What follows belongs to an exercise in optimizing a design on an open flow for small area; a production flow would make more cautious choices. The RTL was checked by simulation tests, not by an equivalence proof against the original design. Power and IR drop assume default switching activity.

## job 7331
## axis_lane_packer
module axis_lane_packer #(
  parameter int LANE_W      = 8,
  parameter int LANES       = 4,
  parameter int DEPTH_LANES = 32,
  parameter int SEG_W       = 12
) (
  input  logic                    clk,
  input  logic                    arst,
  input  logic [LANES*LANE_W-1:0] s_data,
  input  logic [LANES-1:0]        s_keep,
  input  logic                    s_valid,
  input  logic                    s_last,
  output logic                    s_ready,
  output logic [LANES*LANE_W-1:0] m_data,
  output logic [LANES-1:0]        m_keep,
  output logic                    m_valid,
  output logic                    m_last,
  output logic                    m_seg,
  input  logic                    m_ready,
  input  logic [SEG_W-1:0]        seg_len,
  output logic                    keep_err
);
Settings: LEC_CHECK=0, CAP_MARGIN=20, CORE_MARGIN=2, CORE_UTILIZATION=35, PLACE_DENSITY=0.65, SLEW_MARGIN=20, SYNTH_HIERARCHICAL=1; clock period 12.0 ns.
standard.sh (not shown) runs the stock make flow with config.mk's settings and CLKGATE_MAP_FILE= SYNTH_SCRIPT=/design/flow/synth_recipe.tcl, a recipe that flattens the netlist after the stock synthesis.
==> flow/flow/run.sh <==
#!/bin/bash
set -euo pipefail
here=$(pwd)
CTS="-sink_clustering_enable -repair_clock_nets -sink_clustering_size 10 -sink_clustering_max_diameter 30 -dont_use_dummy_load -buf_list sky130_fd_sc_hd__clkbuf_4"
bash standard.sh "BUFFER_PORTS_ARGS=-buffer_cell sky130_fd_sc_hd__buf_1" "CTS_ARGS=$CTS" \
  "PRE_RESIZE_TCL=$here/flow/pre_resize.tcl" finish > run_make.log 2>&1
==> flow/flow/pre_resize.tcl <==
# Before repair_design: synthesis maps for speed and leaves many gates at a
# higher drive strength than the design's 12 ns clock needs. Swap each cell
# for the smallest-area cell of the same family (same function and pins,
# another drive strength); repair_design then fixes any slew or load limit
# this breaks, and the later timing repairs still run.
set n 0
set saved 0.0
foreach inst [get_cells *] {
  set cell [get_property $inst ref_name]
  if {![regexp {^(sky130_fd_sc_hd__[a-z0-9]+)_([0-9]+)$} $cell -> base drive]} { continue }
  if {[string match *clkbuf* $base] || [string match *dly* $base]} { continue }
  set cur [get_lib_cells -quiet $cell]
  if {$cur eq ""} { continue }
  set best $cell
  set best_area [get_property $cur area]
  foreach lc [get_lib_cells -quiet ${base}_*] {
    set name [get_property $lc name]
    if {![regexp "^${base}_\[0-9\]+\$" $name]} { continue }
    if {[get_property $lc dont_use]} { continue }
    set a [get_property $lc area]
    if {$a < $best_area} { set best $name; set best_area $a }
  }
  if {$best ne $cell} {
    set saved [expr {$saved + [get_property $cur area] - $best_area}]
    replace_cell $inst $best
    incr n
  }
}
puts "pre_resize: downsized $n instances, [format %.1f $saved] um2"
Per the final summary, job 7331 finished and its layout is clean on timing, DRC and antenna.
Setup changes, job 7331 to job 5291
# job 7331
export LEC_CHECK = 0
export CAP_MARGIN = 20
export CORE_MARGIN = 2
export CORE_UTILIZATION = 35
export PLACE_DENSITY = 0.65
export SLEW_MARGIN = 20
export SYNTH_HIERARCHICAL = 1
create_clock -name core_clock -period 12.0 [get_ports {clk}]
# job 5291
export LEC_CHECK = 0
export CAP_MARGIN = 20
export CORE_MARGIN = 2
export CORE_UTILIZATION = 35
export PLACE_DENSITY = 0.55
export SLEW_MARGIN = 20
export SYNTH_HIERARCHICAL = 1
create_clock -name core_clock -period 12.0 [get_ports {clk}]
==> flow/flow/run.sh <==
#!/bin/bash
set -euo pipefail
here=$(pwd)
CTS="-sink_clustering_enable -repair_clock_nets -sink_clustering_size 8 -sink_clustering_max_diameter 40 -dont_use_dummy_load -buf_list sky130_fd_sc_hd__clkbuf_4"
bash standard.sh "BUFFER_PORTS_ARGS=-buffer_cell sky130_fd_sc_hd__buf_1" "CTS_ARGS=$CTS" \
  "PRE_RESIZE_TCL=$here/flow/pre_resize.tcl" finish > run_make.log 2>&1
--- a/flow/flow/pre_resize.tcl
+++ b/flow/flow/pre_resize.tcl
@@ -10,8 +10,6 @@
   if {![regexp {^(sky130_fd_sc_hd__[a-z0-9]+)_([0-9]+)$} $cell -> base drive]} { continue }
   if {[string match *clkbuf* $base] || [string match *dly* $base]} { continue }
-  set cur [get_lib_cells -quiet $cell]
-  if {$cur eq ""} { continue }
   set best $cell
-  set best_area [get_property $cur area]
+  set best_area [get_property [get_lib_cells $cell] area]
   foreach lc [get_lib_cells -quiet ${base}_*] {
     set name [get_property $lc name]
@@ -22,5 +20,5 @@
   }
   if {$best ne $cell} {
-    set saved [expr {$saved + [get_property $cur area] - $best_area}]
+    set saved [expr {$saved + [get_property [get_lib_cells $cell] area] - $best_area}]
     replace_cell $inst $best
     incr n
Findings:
Job 5291 did not finish: a tool error stopped it during 3_4_place_resized.
Job 5291 -> job 7331: share of flip-flops with an asynchronous set or reset after synthesis delta 0, exact match
From job 7331 to job 5291, row count did not move at all.
Comparing job 7331 against job 5291, there is no change at all in post-synthesis sequential area ratio.
Net count after synthesis: job 7331 vs job 5291, no meaningful difference
Comparing job 5291 against job 7331, there is no change at all in synthesized area.
Cmp job 5291 and job 7331 / final weighted congestion of routability-driven global placement / lower: job 7331

* * *

axis_lane_packer, a different RTL version from the one above (not shown whole).
Size in the first run: about 94 I/O pins, ~0.017 mm² of cells after synthesis.
clock: 12.0 ns
lec_check: 0
cap_margin: 20
core_margin: 2
core_utilization: 35
place_density: 0.55
slew_margin: 20
synth_hierarchical: 1
==> flow/flow/run.sh <==
#!/bin/bash
set -euo pipefail
CTS="-sink_clustering_enable -repair_clock_nets -sink_clustering_size 8 -sink_clustering_max_diameter 40 -dont_use_dummy_load -buf_list sky130_fd_sc_hd__clkbuf_4"
bash standard.sh "BUFFER_PORTS_ARGS=-buffer_cell sky130_fd_sc_hd__buf_1" "CTS_ARGS=$CTS" finish > run_make.log 2>&1
Then changed:
--- a/flow/flow/run.sh
+++ b/flow/flow/run.sh
@@ -4 +4 @@
-bash standard.sh "BUFFER_PORTS_ARGS=-buffer_cell sky130_fd_sc_hd__buf_1" "CTS_ARGS=$CTS" finish > run_make.log 2>&1
+bash standard.sh "BUFFER_PORTS_ARGS=-buffer_cell sky130_fd_sc_hd__buf_1" "CTS_ARGS=$CTS" RECOVER_POWER=100 finish > run_make.log 2>&1
- The changed run finished but fails on max-capacitance violations, max-slew violations
- clock skew stays flat
- non-clock buffer count is unchanged
- setup slack got worse by 0.27 ns
- sequential share of layout area increases by 0.39 points
- via count decreases by 0.71%
- power decreases by 0.84%
- core utilization decreases by 0.24 points
- die area stays the same
- combinational power hardly moves

* * *

red:
The RTL this note starts from:
==> flow/design.v <==
module axis_lane_packer #(
  parameter int LANE_W      = 8,
  parameter int LANES       = 4,
  parameter int DEPTH_LANES = 32,
  parameter int SEG_W       = 12
) (
  input  logic                    clk,
  input  logic                    arst,
  input  logic [LANES*LANE_W-1:0] s_data,
  input  logic [LANES-1:0]        s_keep,
  input  logic                    s_valid,
  input  logic                    s_last,
  output logic                    s_ready,
  output logic [LANES*LANE_W-1:0] m_data,
  output logic [LANES-1:0]        m_keep,
  output logic                    m_valid,
  output logic                    m_last,
  output logic                    m_seg,
  input  logic                    m_ready,
  input  logic [SEG_W-1:0]        seg_len,
  output logic                    keep_err
);
  localparam int NB = 4;                  
  localparam int NR = DEPTH_LANES / NB;   
  localparam int RW = $clog2(NR);
  localparam int PW = $clog2(DEPTH_LANES);
  logic [LANE_W-1:0] r_buf [NB][NR];
  logic              r_end [NB][NR];       
  logic [PW:0]       r_wr, r_rd;           
  logic [SEG_W-1:0]  r_seg_len, r_seg_rem;
  logic              r_pkt_first;
  logic [LANE_W-1:0] r_m_data [NB];
  logic [NB-1:1]     r_m_keep;             
  logic              r_m_valid, r_m_last, r_m_seg, r_keep_err;
  logic [PW:0] w_fill;
  assign w_fill  = r_wr - r_rd;
  assign s_ready = w_fill <= (PW+1)'(DEPTH_LANES - LANES);
  logic [NB-1:0] w_run;                   
  logic [2:0]    w_wcnt;
  logic          w_acc, w_keep_bad;
  assign w_run      = {&s_keep, &s_keep[2:0], &s_keep[1:0], s_keep[0]};
  assign w_keep_bad = |(s_keep & ~w_run);
  assign w_wcnt     = 3'(w_run[0]) + 3'(w_run[1]) + 3'(w_run[2]) + 3'(w_run[3]);
  assign w_acc = s_valid & s_ready;
  logic [1:0]    w_wrot;
  logic [RW-1:0] w_wrow;
  logic [PW-1:0] w_prev;                  
  assign w_wrot = r_wr[1:0];
  assign w_wrow = r_wr[PW-1:2];
  assign w_prev = r_wr[PW-1:0] - PW'(1);
  logic [1:0] w_pbank;
  assign w_pbank = w_wrot + w_wcnt[1:0] - 2'd1;
  always_ff @(posedge clk) begin
    for (int b = 0; b < NB; b++) begin
      for (int r = 0; r < NR; r++) begin
        logic [1:0]    li;
        logic [RW-1:0] row;
        li  = 2'(b) - w_wrot;
        row = w_wrow + RW'(b < w_wrot);
        if (w_acc && w_run[li] && row == RW'(r)) begin
          r_buf[b][r] <= s_data[li*LANE_W +: LANE_W];
          r_end[b][r] <= s_last && (w_pbank == 2'(b));
        end
        if (w_acc && s_last && w_wcnt == 3'd0 && w_prev == PW'(r*NB + b))
          r_end[b][r] <= 1'b1;
      end
    end
  end
  logic [1:0]        w_rrot;
  logic [RW-1:0]     w_rrow;
  logic [LANE_W-1:0] w_bank_data [NB];
  logic              w_bank_end  [NB];
  logic [LANE_W-1:0] w_lane_data [NB];
  logic [NB-1:0]     w_lane_end;
  assign w_rrot = r_rd[1:0];
  assign w_rrow = r_rd[PW-1:2];
  always_comb begin
    for (int b = 0; b < NB; b++) begin
      logic [RW-1:0] row;
      row = w_rrow + RW'(b < w_rrot);
      w_bank_data[b] = r_buf[b][row];
      w_bank_end[b]  = r_end[b][row];
    end
    for (int k = 0; k < NB; k++) begin
      w_lane_data[k] = w_bank_data[2'(k) + w_rrot];
      w_lane_end[k]  = w_bank_end[2'(k) + w_rrot];
    end
  end
  logic [SEG_W-1:0] w_seg_len_eff, w_rem;
  logic             w_seg_on;
  assign w_seg_len_eff = r_pkt_first ? seg_len : r_seg_len;
  assign w_rem         = r_pkt_first ? seg_len : r_seg_rem;
  assign w_seg_on      = w_seg_len_eff != '0;
  logic [NB-1:0] w_nt, w_ft, w_kt;        
  logic [NB-1:0] w_endv;
  logic          w_found, w_can_load, w_load, w_seg_end;
  logic [2:0]    w_len;
  assign w_nt[0] = 1'b1;                  
  assign w_nt[1] = !w_seg_on || w_rem > SEG_W'(1);
  assign w_nt[2] = !w_seg_on || w_rem > SEG_W'(2);
  assign w_nt[3] = !w_seg_on || w_rem > SEG_W'(3);
  assign w_ft[0] = w_fill > (PW+1)'(0);
  assign w_ft[1] = w_fill > (PW+1)'(1);
  assign w_ft[2] = w_fill > (PW+1)'(2);
  assign w_ft[3] = w_fill > (PW+1)'(3);
  assign w_endv  = w_lane_end & w_ft & w_nt;
  assign w_found = |w_endv;
  assign w_kt[0] = 1'b1;
  assign w_kt[1] = w_nt[1] && !w_endv[0];
  assign w_kt[2] = w_nt[2] && !(|w_endv[1:0]);
  assign w_kt[3] = w_nt[3] && !(|w_endv[2:0]);
  assign w_len   = 3'(w_kt[0]) + 3'(w_kt[1]) + 3'(w_kt[2]) + 3'(w_kt[3]);
  assign w_can_load = w_found || ((w_nt & ~w_ft) == '0);
  assign w_load     = w_can_load && (!r_m_valid || m_ready);
  assign w_seg_end  = w_seg_on && (w_rem == SEG_W'(w_len));
  always_ff @(posedge clk) begin
    if (!r_m_valid || m_ready) begin
      for (int k = 0; k < NB; k++)
        r_m_data[k] <= w_kt[k] ? w_lane_data[k] : '0;
      r_m_keep <= w_kt[NB-1:1];
      r_m_last <= w_found || w_seg_end;
      r_m_seg  <= w_seg_end && !w_found;
    end
    if (w_load) begin
      if (r_pkt_first) r_seg_len <= seg_len;
      r_seg_rem <= w_seg_end ? w_seg_len_eff : w_rem - SEG_W'(w_len);
    end
  end
  always_ff @(posedge clk) begin
    if (arst) begin
      r_wr        <= '0;
      r_rd        <= '0;
      r_pkt_first <= 1'b1;
      r_m_valid   <= 1'b0;
      r_keep_err  <= 1'b0;
    end else begin
      if (w_acc) begin
        r_wr <= r_wr + (PW+1)'(w_wcnt);
        if (w_keep_bad) r_keep_err <= 1'b1;
      end
      if (!r_m_valid || m_ready) r_m_valid <= w_can_load;
      if (w_load) begin
        r_rd        <= r_rd + (PW+1)'(w_len);
        r_pkt_first <= w_found;
      end
    end
  end
  always_comb
    for (int k = 0; k < NB; k++) m_data[k*LANE_W +: LANE_W] = r_m_data[k];
  assign m_keep   = {r_m_keep, 1'b1};
  assign m_valid  = r_m_valid;
  assign m_last   = r_m_last;
  assign m_seg    = r_m_seg;
  assign keep_err = r_keep_err;
endmodule
==> flow/config.mk <==
export PLATFORM = sky130hd
export DESIGN_NAME = axis_lane_packer
export DESIGN_NICKNAME = axis_lane_packer
export VERILOG_FILES = /design/flow/design.v
export SDC_FILE = /design/flow/constraint.sdc
export NUM_CORES = 4
export LEC_CHECK = 0
export CAP_MARGIN = 20
export CORE_MARGIN = 2
export CORE_UTILIZATION = 35
export CTS_BUF_LIST = sky130_fd_sc_hd__clkbuf_4
export PLACE_DENSITY = 0.55
export SLEW_MARGIN = 20
==> flow/constraint.sdc <==
create_clock -name core_clock -period 12.0 [get_ports {clk}]
set_input_delay 2.4000 -clock core_clock [delete_from_list [all_inputs] [get_ports {clk}]]
set_output_delay 2.4000 -clock core_clock [all_outputs]
set_load 0.01 [all_outputs]
run.sh (not shown) runs the stock make flow with config.mk's settings and CLKGATE_MAP_FILE= SYNTH_SCRIPT=/design/flow/synth_recipe.tcl, a recipe that flattens the netlist after the stock synthesis.
Stock flow here: none of the scripts above is used.
red ended with every stage complete and zero timing, DRC or antenna violations.
The inputs of blue differ from those of red as listed below.
# red
export LEC_CHECK = 0
export CAP_MARGIN = 20
export CORE_MARGIN = 2
export CORE_UTILIZATION = 35
export CTS_BUF_LIST = sky130_fd_sc_hd__clkbuf_4
export PLACE_DENSITY = 0.55
export SLEW_MARGIN = 20
create_clock -name core_clock -period 12.0 [get_ports {clk}]
# blue
export LEC_CHECK = 0
export CAP_MARGIN = 20
export CORE_MARGIN = 2
export CORE_UTILIZATION = 35
export CTS_BUF_LIST = sky130_fd_sc_hd__clkbuf_2
export CTS_CLUSTER_SIZE = 20
export PLACE_DENSITY = 0.55
export SLEW_MARGIN = 20
create_clock -name core_clock -period 12.0 [get_ports {clk}]
--- outcome ---
- Compared with red, blue improves aggregate routed wire length.
- Cmp blue vs red: violation count after the first detailed-routing iteration higher in blue
- Relative to red, multi-input gate share of total cell area increased by 0.69 points in blue.
- | growth of design area from synthesis to finish | blue vs red | 2.3 points lower |
- blue ends up with a register-to-register slack that is 0.13 ns higher than in red.
- The first-pass detailed-route iteration total reported for blue is greater than that of red by 2.
- Clock share of power for blue: 4.3 points down relative to red
- Changes observed in blue relative to red: wire length of the first global-routing pass fell by about 0.5%; via count dropped 99.
- Comparing blue and red, final instance area is lower on blue.
- In the flow results for blue and red, the setup slack is smaller on red.
Here is what was changed in the inputs of green compared with blue.
# blue
export LEC_CHECK = 0
export CAP_MARGIN = 20
export CORE_MARGIN = 2
export CORE_UTILIZATION = 35
export CTS_BUF_LIST = sky130_fd_sc_hd__clkbuf_2
export CTS_CLUSTER_SIZE = 20
export PLACE_DENSITY = 0.55
export SLEW_MARGIN = 20
create_clock -name core_clock -period 12.0 [get_ports {clk}]
# green
export LEC_CHECK = 0
export CAP_MARGIN = 20
export CORE_MARGIN = 2
export CORE_UTILIZATION = 35
export PLACE_DENSITY = 0.55
export SLEW_MARGIN = 20
create_clock -name core_clock -period 12.0 [get_ports {clk}]
Results
Between blue and green, the difference in cell depth of the worst flop-to-flop path is negligible. Against blue as the reference, green delivers a lower setup slack of the most critical reg-to-reg path. Higher sequential share of power among blue and green: blue. Re tap cell count: no difference whatsoever between blue and green. Compared with blue, in green fmax saw a decrease; worst slew margin relative to its limit now larger; maximum VDD drop now sits higher. From blue to green the numbers moved as follows: fraction of power spent switching nets dropped 2.7 points; wire length dropped about 0.8%; power per standard cell area climbed about 5%.
Input changes introduced in orange (baseline for comparison: green):
# green
export LEC_CHECK = 0
export CAP_MARGIN = 20
export CORE_MARGIN = 2
export CORE_UTILIZATION = 35
export PLACE_DENSITY = 0.55
export SLEW_MARGIN = 20
create_clock -name core_clock -period 12.0 [get_ports {clk}]
# orange
export LEC_CHECK = 0
export CAP_MARGIN = 20
export CORE_MARGIN = 2
export CORE_UTILIZATION = 35
export CTS_BUF_LIST = sky130_fd_sc_hd__clkbuf_4
export CTS_CLUSTER_DIAMETER = 40
export CTS_CLUSTER_SIZE = 10
export PLACE_DENSITY = 0.55
export SLEW_MARGIN = 20
create_clock -name core_clock -period 12.0 [get_ports {clk}]
--- outcome ---
orange: final area is 370 µm² lower than what green reported. Between orange and green, it is orange whose final total power is lower, by about 5%. Diff green -> orange: wire length did not really move; clock latency on the worst-skew pair went up; part of the power in combinational logic went up. Reg2reg setup slack for orange: 0.05 ns up relative to green. | number of antenna violations at the first check in global routing | orange vs green | 1 higher |. Global-route track usage on met2 across green and orange: no real change. Compared with green, orange shows share of cell area taken by flip-flops and latches higher by 0.91 points.
Input-level comparison between purple and orange:
# orange
export LEC_CHECK = 0
export CAP_MARGIN = 20
export CORE_MARGIN = 2
export CORE_UTILIZATION = 35
export CTS_BUF_LIST = sky130_fd_sc_hd__clkbuf_4
export CTS_CLUSTER_DIAMETER = 40
export CTS_CLUSTER_SIZE = 10
export PLACE_DENSITY = 0.55
export SLEW_MARGIN = 20
create_clock -name core_clock -period 12.0 [get_ports {clk}]
# purple
export LEC_CHECK = 0
export CAP_MARGIN = 20
export CORE_MARGIN = 2
export CORE_UTILIZATION = 35
export CTS_BUF_LIST = sky130_fd_sc_hd__clkbuf_8
export CTS_CLUSTER_DIAMETER = 50
export CTS_CLUSTER_SIZE = 12
export PLACE_DENSITY = 0.55
export SLEW_MARGIN = 20
create_clock -name core_clock -period 12.0 [get_ports {clk}]
==> run notes <==
Looking at orange and purple, the final area is a wash.
Re time the final worst path needs with I/O delays and setup: orange and purple aren't equal, and the higher value belongs to purple.
Going from orange to purple, number of clock buffer instances in the layout shrinks by 32%.
purple against orange: met3 routed wirelength saw an increase, portion of the post-synthesis area used by sequential elements stayed essentially flat.

re-timing with driven ports:
The results above use ideal ports. As a check the final layouts listed here were re-extracted and re-timed, cells and wires unchanged.
Step 1 assumes that a clkbuf_16 drives the clock port and a buf_2 every other input.
Step 2 adds t to the input delays and takes it off the output delays; t is the mean of the earliest and latest rising clock arrival at the registers after step 1. Input paths then give back, and output paths get back, about the clock's delay inside the block.
a / b / c = no drivers / after step 1 / after step 2; a / b = the first two.
| run | shift t [ns] | setup WS [ns] | hold WS [ns] |
|---|---|---|---|
| job 7331 | 0.809 | 5.101 / 5.101 / 4.998 | 0.526 / 0.526 / 0.526 |
| the first run of note 2 | 0.821 | 5.659 / 5.607 / 5.639 | 0.486 / 0.486 / 0.486 |
| the second run of note 2 | 0.818 | 5.387 / 5.387 / 5.387 | 0.486 / 0.486 / 0.486 |
| red | 0.843 | 4.200 / 4.200 / 3.500 | 0.470 / 0.470 / 0.470 |
| blue | 1.059 | 4.329 / 4.329 / 3.551 | 0.476 / 0.476 / 0.476 |
| green | 0.623 | 4.113 / 4.142 / 3.519 | 0.477 / 0.477 / 0.477 |
| orange | 0.875 | 4.261 / 4.261 / 3.504 | 0.483 / 0.483 / 0.483 |
| purple | 0.685 | 4.138 / 4.160 / 3.475 | 0.475 / 0.475 / 0.475 |
The setup slack of blue, which loses most, moves by 0.000 ns with the drivers and by -0.778 ns with both steps.
